Background: an optimization exercise with open tools, aiming at small area. Do not read the settings as production practice. In this exercise RTL edits were held to simulation tests only and were not proved equivalent to the original. No activity file was given, so power comes from the tool's default toggle rates.

===== config.mk =====
export PLATFORM = sky130hd
export DESIGN_NAME = regfile_wb_demux
export DESIGN_NICKNAME = regfile_wb_demux
export VERILOG_FILES = /design/flow/design.v
export SDC_FILE = /design/flow/constraint.sdc
export NUM_CORES = 4
export LEC_CHECK = 0
export CAP_MARGIN = 10
export CORE_MARGIN = 2
export CORE_UTILIZATION = 55
export SLEW_MARGIN = 10
export SYNTH_HIERARCHICAL = 1
export SYNTH_MINIMUM_KEEP_SIZE = 0

===== constraint.sdc =====
create_clock -name core_clock -period 6.5 [get_ports {clk}]
set_input_delay 1.3000 -clock core_clock [delete_from_list [all_inputs] [get_ports {clk}]]
set_output_delay 1.3000 -clock core_clock [all_outputs]
set_load 0.01 [all_outputs]

===== design.v =====
module regfile_wb_demux #(
  parameter int DATA_W   = 32,
  parameter int ADDR_W   = 5,
  parameter int ZERO_REG = 0
) (
  input  logic                   clk,
  input  logic                   rst_n,
  input  logic                   reg_write,
  input  logic [ADDR_W-1:0]      wr_addr,
  input  logic [DATA_W-1:0]      wr_data,
  input  logic [ADDR_W-1:0]      rd_addr1,
  input  logic [ADDR_W-1:0]      rd_addr2,
  output logic [DATA_W-1:0]      rd_data1,
  output logic [DATA_W-1:0]      rd_data2,
  output logic [(2**ADDR_W)-1:0] wr_onehot
);
  localparam int DEPTH = 2**ADDR_W;
  logic [DEPTH*DATA_W-1:0] regs;
  logic [DEPTH*DATA_W-1:0] nxt;
  logic [DEPTH-1:0]  valid;
  logic [DEPTH-1:0]  dec;
  logic [DEPTH-1:0]  en_lo, en_n_lo, en_hi, en_n_hi;
  logic [3:0]        wpre_lo;    
  logic [7:0]        wpre_hi;    
  logic [ADDR_W-1:0] last_addr;
  always_comb begin
    for (int i = 0; i < DEPTH; i++)
      dec[i] = reg_write && (wr_addr == ADDR_W'(i)) && (i != ZERO_REG);
  end
  for (genvar j = 0; j < 4; j++) begin : g_wlo
    assign wpre_lo[j] = reg_write && (wr_addr[1:0] == 2'(j));
  end
  for (genvar j = 0; j < 8; j++) begin : g_whi
    assign wpre_hi[j] = (wr_addr[4:2] == 3'(j));
  end
  for (genvar i = 0; i < DEPTH; i++) begin : g_en
    if (i == ZERO_REG) begin : g_zero
      assign en_lo[i] = 1'b0; assign en_n_lo[i] = 1'b1;
      assign en_hi[i] = 1'b0; assign en_n_hi[i] = 1'b1;
    end else begin : g_dec
      rf_dec u_lo (.a(wpre_lo[i % 4]), .b(wpre_hi[i / 4]), .en(en_lo[i]), .en_n(en_n_lo[i]));
      rf_dec u_hi (.a(wpre_lo[i % 4]), .b(wpre_hi[i / 4]), .en(en_hi[i]), .en_n(en_n_hi[i]));
    end
  end
  for (genvar i = 0; i < DEPTH; i++) begin : g_reg
    if (i == ZERO_REG) begin : g_zero
      assign nxt[i*DATA_W +: DATA_W]  = '0;
      assign regs[i*DATA_W +: DATA_W] = '0;
    end else begin : g_data
      for (genvar b = 0; b < DATA_W; b++) begin : g_bit
        logic en_b, en_n_b;
        assign en_b   = (b < DATA_W/2) ? en_lo[i]   : en_hi[i];
        assign en_n_b = (b < DATA_W/2) ? en_n_lo[i] : en_n_hi[i];
        rf_hold u_hold (.en(en_b), .en_n(en_n_b), .d(wr_data[b]), .q(regs[i*DATA_W+b]), .o(nxt[i*DATA_W+b]));
      end
      always_ff @(posedge clk) regs[i*DATA_W +: DATA_W] <= nxt[i*DATA_W +: DATA_W];
    end
  end
  always_ff @(posedge clk or negedge rst_n) begin
    if (!rst_n) valid <= '0;
    else        valid <= valid | dec;
  end
  always_ff @(posedge clk or negedge rst_n) begin
    if (!rst_n)                                         last_addr <= ADDR_W'(ZERO_REG);
    else if (reg_write && wr_addr != ADDR_W'(ZERO_REG)) last_addr <= wr_addr;
    else                                                last_addr <= ADDR_W'(ZERO_REG);
  end
  always_comb begin
    for (int i = 0; i < DEPTH; i++)
      wr_onehot[i] = (last_addr == ADDR_W'(i)) && (i != ZERO_REG);
  end
  logic [3:0] r1_lo, r2_lo;
  logic [7:0] r1_hi, r2_hi;
  for (genvar j = 0; j < 4; j++) begin : g_rlo
    assign r1_lo[j] = (rd_addr1[1:0] == 2'(j));
    assign r2_lo[j] = (rd_addr2[1:0] == 2'(j));
  end
  for (genvar j = 0; j < 8; j++) begin : g_rhi
    assign r1_hi[j] = (rd_addr1[4:2] == 3'(j));
    assign r2_hi[j] = (rd_addr2[4:2] == 3'(j));
  end
  logic [DEPTH-1:0] sel1_lo, sel1_hi, sel2_lo, sel2_hi;
  for (genvar i = 0; i < DEPTH; i++) begin : g_sel
    if (i == ZERO_REG) begin : g_zero
      assign sel1_lo[i] = 1'b0; assign sel1_hi[i] = 1'b0;
      assign sel2_lo[i] = 1'b0; assign sel2_hi[i] = 1'b0;
    end else begin : g_and
      rf_and3 u1l (.a(r1_lo[i % 4]), .b(r1_hi[i / 4]), .c(valid[i]), .y(sel1_lo[i]));
      rf_and3 u1h (.a(r1_lo[i % 4]), .b(r1_hi[i / 4]), .c(valid[i]), .y(sel1_hi[i]));
      rf_and3 u2l (.a(r2_lo[i % 4]), .b(r2_hi[i / 4]), .c(valid[i]), .y(sel2_lo[i]));
      rf_and3 u2h (.a(r2_lo[i % 4]), .b(r2_hi[i / 4]), .c(valid[i]), .y(sel2_hi[i]));
    end
  end
  for (genvar b = 0; b < DATA_W; b++) begin : g_rd
    logic [DEPTH-1:0] col;
    for (genvar i = 0; i < DEPTH; i++) begin : g_col
      assign col[i] = regs[i*DATA_W+b];
    end
    logic [DEPTH-1:0] s1, s2;
    assign s1 = (b < DATA_W/2) ? sel1_lo : sel1_hi;
    assign s2 = (b < DATA_W/2) ? sel2_lo : sel2_hi;
    rf_mux32 u_rd1 (.sel(s1), .d(col), .y(rd_data1[b]));
    rf_mux32 u_rd2 (.sel(s2), .d(col), .y(rd_data2[b]));
  end
endmodule
module rf_hold (
  input  logic en, en_n, d, q,
  output logic o
);
  assign o = (en & d) | (en_n & q);
endmodule
module rf_dec (
  input  logic a, b,
  output logic en, en_n
);
  assign en   = a & b;
  assign en_n = !(a & b);
endmodule
module rf_and3 (
  input  logic a, b, c,
  output logic y
);
  assign y = a & b & c;
endmodule
module rf_aoi222 (
  input  logic a1, b1, a2, b2, a3, b3,
  output logic y
);
  assign y = !((a1 & b1) | (a2 & b2) | (a3 & b3));
endmodule
module rf_nand2 (
  input  logic a, b,
  output logic y
);
  assign y = !(a & b);
endmodule
module rf_nand11 (
  input  logic [10:0] a,
  output logic        y
);
  assign y = !(&a);
endmodule
module rf_mux32 (
  input  logic [31:0] sel,
  input  logic [31:0] d,
  output logic        y
);
  logic [10:0] t;
  for (genvar g = 0; g < 10; g++) begin : g_aoi
    rf_aoi222 u (.a1(sel[3*g+1]), .b1(d[3*g+1]), .a2(sel[3*g+2]), .b2(d[3*g+2]),
                 .a3(sel[3*g+3]), .b3(d[3*g+3]), .y(t[g]));
  end
  rf_nand2 u_last (.a(sel[31]), .b(d[31]), .y(t[10]));
  rf_nand11 u_or (.a(t), .y(y));
endmodule

===== flow/run.sh =====
#!/bin/bash
set -euo pipefail
export BUFFER_PORTS_ARGS="-buffer_cell sky130_fd_sc_hd__buf_1"
export CTS_ARGS="-sink_clustering_enable -repair_clock_nets -dont_use_dummy_load -buf_list sky130_fd_sc_hd__clkbuf_16 -sink_clustering_size 27 -sink_clustering_max_diameter 100"
bash standard.sh > standard_make.log 2>&1

===== standard.sh =====
#!/bin/bash
# synth_recipe.tcl (not shown) runs the flow's synth.tcl, then flattens the netlist and writes it again
# the make line also repeats each setting of config.mk as NAME=value (left out here)
make -C /OpenROAD-flow-scripts/flow DESIGN_CONFIG=/design/flow/config.mk WORK_HOME=/design/flow/orfs CLKGATE_MAP_FILE= SYNTH_SCRIPT=/design/flow/synth_recipe.tcl "${@:-finish}"

==> summary.txt <==
Clocking
  • Htree depth: 2
  • Clk latency of the worst-skew pair: 0.63 ns
  • Post-CTS Setup Inserts: 0
  • CTS-repair resized insts: 0
  • Hold_buf cts: 0
  • CTS sink cnt: 1028
  • Cts bufs inserted: 44
  • Clock slew at reported path FFs: 0.08 ns
  • CTS tree: done
  • CTS Root Cell: clkbuf_16
  • Clk buf depth: 3

Synth
  • YS warnings: 7
  • Netlist cell types: 31
  • Yosys reg bits: 1028
  • Top_reg_cell synth: dfxtp_1
  • Syn avg cell area: 11.8 um^2
  • Seq/Total Area, Yosys: 0.521
  • Gate Count Post-Synth: 3362
  • Top cell type's share of synthesized area: 0.499
  • Synth top area cells: dfxtp_1, a22o_1, a222oi_1
  • Number of synthesized flops with an enable pin: 0
  • Dominant cell type by area after synthesis: dfxtp_1
  • Syn Std Cell Area: 39800 um^2
  • Fraction of registers with async set/reset: 0.0350
  • Post-synth net total: 3412
  • Post-synth top cells: a22o_1, dfxtp_1, a222oi_1, nand2_1, nand4_1

Global route
  • Global route overflow: 0
  • Vias in the first global route: 36234
  • First-pass GRT wire length: 252000 um
  • Initial antenna violation count: 8
  • Pin count of the biggest net entering global routing: 37
  • All-layer global routing usage: 0.448

Setup path
  • Critical Path Sink Type: output port
  • Max incr delay on CP: 0.93 ns
  • Worst Setup Path Type: primary input to output port
  • CP startpoint kind: primary input
  • CP max stage cell: nor3b_2
  • CP required: 5.20 ns
  • Critical Path AT: 4.57 ns
  • Worst-path maximum fanout: 16
  • Register-to-register setup slack: 5.67 ns
  • Critical path cell sequence: buf_1 -> nor3b_2 -> and3_1 -> a222oi_1 -> nand4_1 -> or3_1 -> buf_1
  • CP dominant cell by count: buf_1

Timing
  • Total negative slack: 0 ns
  • Slew Viols, Final: 0
  • RSZ-0062 raised after global routing: false
  • Fmax: 170 MHz
  • Worst-Margin Slew: 1.21 ns
  • Endpoints failing setup: 0
  • Final min period: 5.87 ns
  • Clock Skews: 0 ns
  • Final Hold Fails: 0
  • Rel. slew slack: 0.196
  • Fin crit share: 0.903

Floorplan
  • Core box area: 71600 um^2
  • Cell Rows: 98
  • Io pins: 146
  • Die Y: 273 um
  • Die X: 273 um
  • Die Area: 74600 um^2
  • Initial core utilization: 0.556

Placement
  • Detailed Place HPWL: 114000 um
  • RePlAce Congestion: 1.03
  • DP Cell Count: 4484
  • PortBufs: 144

Final layout
  • Post-layout net count: 3630
  • Finished Layout Cells: 4534
  • Layout cells sized above 1: 0.0361
  • Layout Utilization: 0.600
  • P&R area growth vs syn: 7.87%

Route
  • Via-to-Cell Ratio: 8.78
  • Remaining DRCs: 0
  • Drt total wl: 177000 um
  • Via count: 39824
  • DRT Pass-1 Iters: 17
  • Detail Route Antenna Nets: 0
  • Per-cell routed wire length: 39.0 um
  • Initial DRC count: 10587

Power and ir drop
  • Pleak: 17.5 nW
  • VDD IR max: 0.341 mV
  • Cell Pwr Density: 322 nW/um^2

Run
  • Max Cap Violations: 0

Outcome
  • Run status: complete, no violations

Min path
  • HP Class: flip-flop to flip-flop
==> final timing paths <==
path,startpoint,cells after the start,endpoint
hold reg to reg,regs[391]$_DFF_P_,1,regs[391]$_DFF_P_
hold / removal,regs[391]$_DFF_P_,1,regs[391]$_DFF_P_
max in group asynchronous,rst_n,1,valid[31]$_DFF_PN0_
setup / recovery,rd_addr1[4],7,rd_data1[24]
min in group asynchronous,rst_n,1,last_addr[1]$_DFF_PN0_
setup reg to reg,valid[28]$_DFF_PN0_,1,valid[28]$_DFF_PN0_
==> layout make-up <==
| class | count | area, um^2 |
|---|---|---|
| multi-input combinational | 2319 | 19000 |
| timing repair buffer | 179 | 845 |
| tap | 950 | 1190 |
| clock buffer | 44 | 1100 |
| fill | 5974 | 28600 |
| antenna | 6 | 15.0 |
| inverter | 8 | 35.0 |
| sequential | 1028 | 20800 |
==> sequential cells by signal, summed over array words and instances, names as in the netlist <==
signal / cells
last_addr: 5
regs: 992
valid: 31
==> logic make-up after synthesis <==
group | Yosys count | share of synthesized area
other cells | 1 | 0.0000941
simple gates | 655 | 0.0923
flops | 1028 | 0.521
buf+inv | 15 | 0.00176
compound gates | 1663 | 0.385
==> placed cells by master, fill, tap and decap left out, types with 33 or more instances in the layout <==
| cell | n |
|---|---|
| nand3_1 | 67 |
| nand2_1 | 130 |
| clkbuf_16 | 44 |
| a22o_1 | 992 |
| buf_4 | 35 |
| dfxtp_1 | 992 |
| and2_1 | 64 |
| nand4_1 | 128 |
| a222oi_1 | 640 |
| clkbuf_2 | 33 |
| and3_1 | 126 |
| dfrtp_1 | 36 |
| buf_1 | 111 |
| or3_1 | 66 |
==> per-module statistics from Yosys, one instance, submodules excluded, a selection <==
| module | times used | area (um^2) | flip-flops and latches | cells inside |
|---|---|---|---|---|
| regfile_wb_demux | 1 | 21600 | 1028 | 1162 |
| rf_and3 | 124 | 6.26 | 0 | 1 |
| rf_aoi222 | 640 | 10.0 | 0 | 1 |
| rf_dec | 62 | 10.0 | 0 | 2 |
| rf_hold | 992 | 8.76 | 0 | 1 |
| rf_nand11 | 64 | 23.8 | 0 | 4 |
| rf_nand2 | 64 | 3.75 | 0 | 1 |
==> where the power goes <==
group          total, W  switching [W]  internal, W
Sequential      0.00870        0.00114      0.00756
Clock           0.00322        0.00199      0.00122
Combinational   0.00191       0.000934     0.000974
Total            0.0138        0.00407      0.00975
==> critical path, delay by kind of cell <==
kind	cells	cell delay, ns
AND/OR/NAND/NOR	4	2.38
AO/OA/AOI/OAI	1	0.42
buffers and inverters	2	0.45
==> per-layer routing <==
| layer | routed length (um) | track usage | up-vias | share of wire |
|---|---|---|---|---|
| met1 | 62700 | 0.589 | 19457 | 0.35 |
| met2 | 75100 | 0.668 | 3922 | 0.42 |
| met4 | 12900 | 0.252 | 8 | 0.073 |
| met5 | 54 | 0 | - | 0.00031 |
| li1 | - | - | 15718 | - |
| met3 | 25900 | 0.119 | 719 | 0.15 |
==> metrics by stage <==
step                      hold WS [ns]  setup WS [ns]  area (um^2)  power, W
after detailed placement         0.477          0.953        41900    0.0106
after CTS                        0.504          0.952        43000    0.0136
after global placement           0.472          0.942        41900    0.0104
after global routing             0.519          0.688        43000    0.0142
final                            0.509          0.629        43000    0.0138
after floorplan                  0.460           2.49        39800   0.00963

-- separate check: timing with driven ports --
How much do the figures lean on ideal ports? The routed layout below was timed once more, with nothing changed but the port constraints. Step 1 (the two cells are an assumption about what drives the block):
set clk [get_ports {clk}]
set_driving_cell -lib_cell sky130_fd_sc_hd__clkbuf_16 $clk
set_driving_cell -lib_cell sky130_fd_sc_hd__buf_2 [delete_from_list [all_inputs] $clk]
Step 2 moves the port delays by t, midway between the first and last clock arrival at a register: inputs arrive t later, outputs are due t later. That takes back most of the time a late clock gives input paths. Slacks: ideal ports / drivers / drivers and shift; pairs: ideal ports / drivers.
t (ns): 0.699
setup WS [ns]: 0.629 / 0.509 / 0.509
worst setup path after step 2: input to output
After both steps setup and hold are still met in this run. For this run, drivers alone change the setup slack by -0.120 ns; drivers and shift together by -0.120 ns.
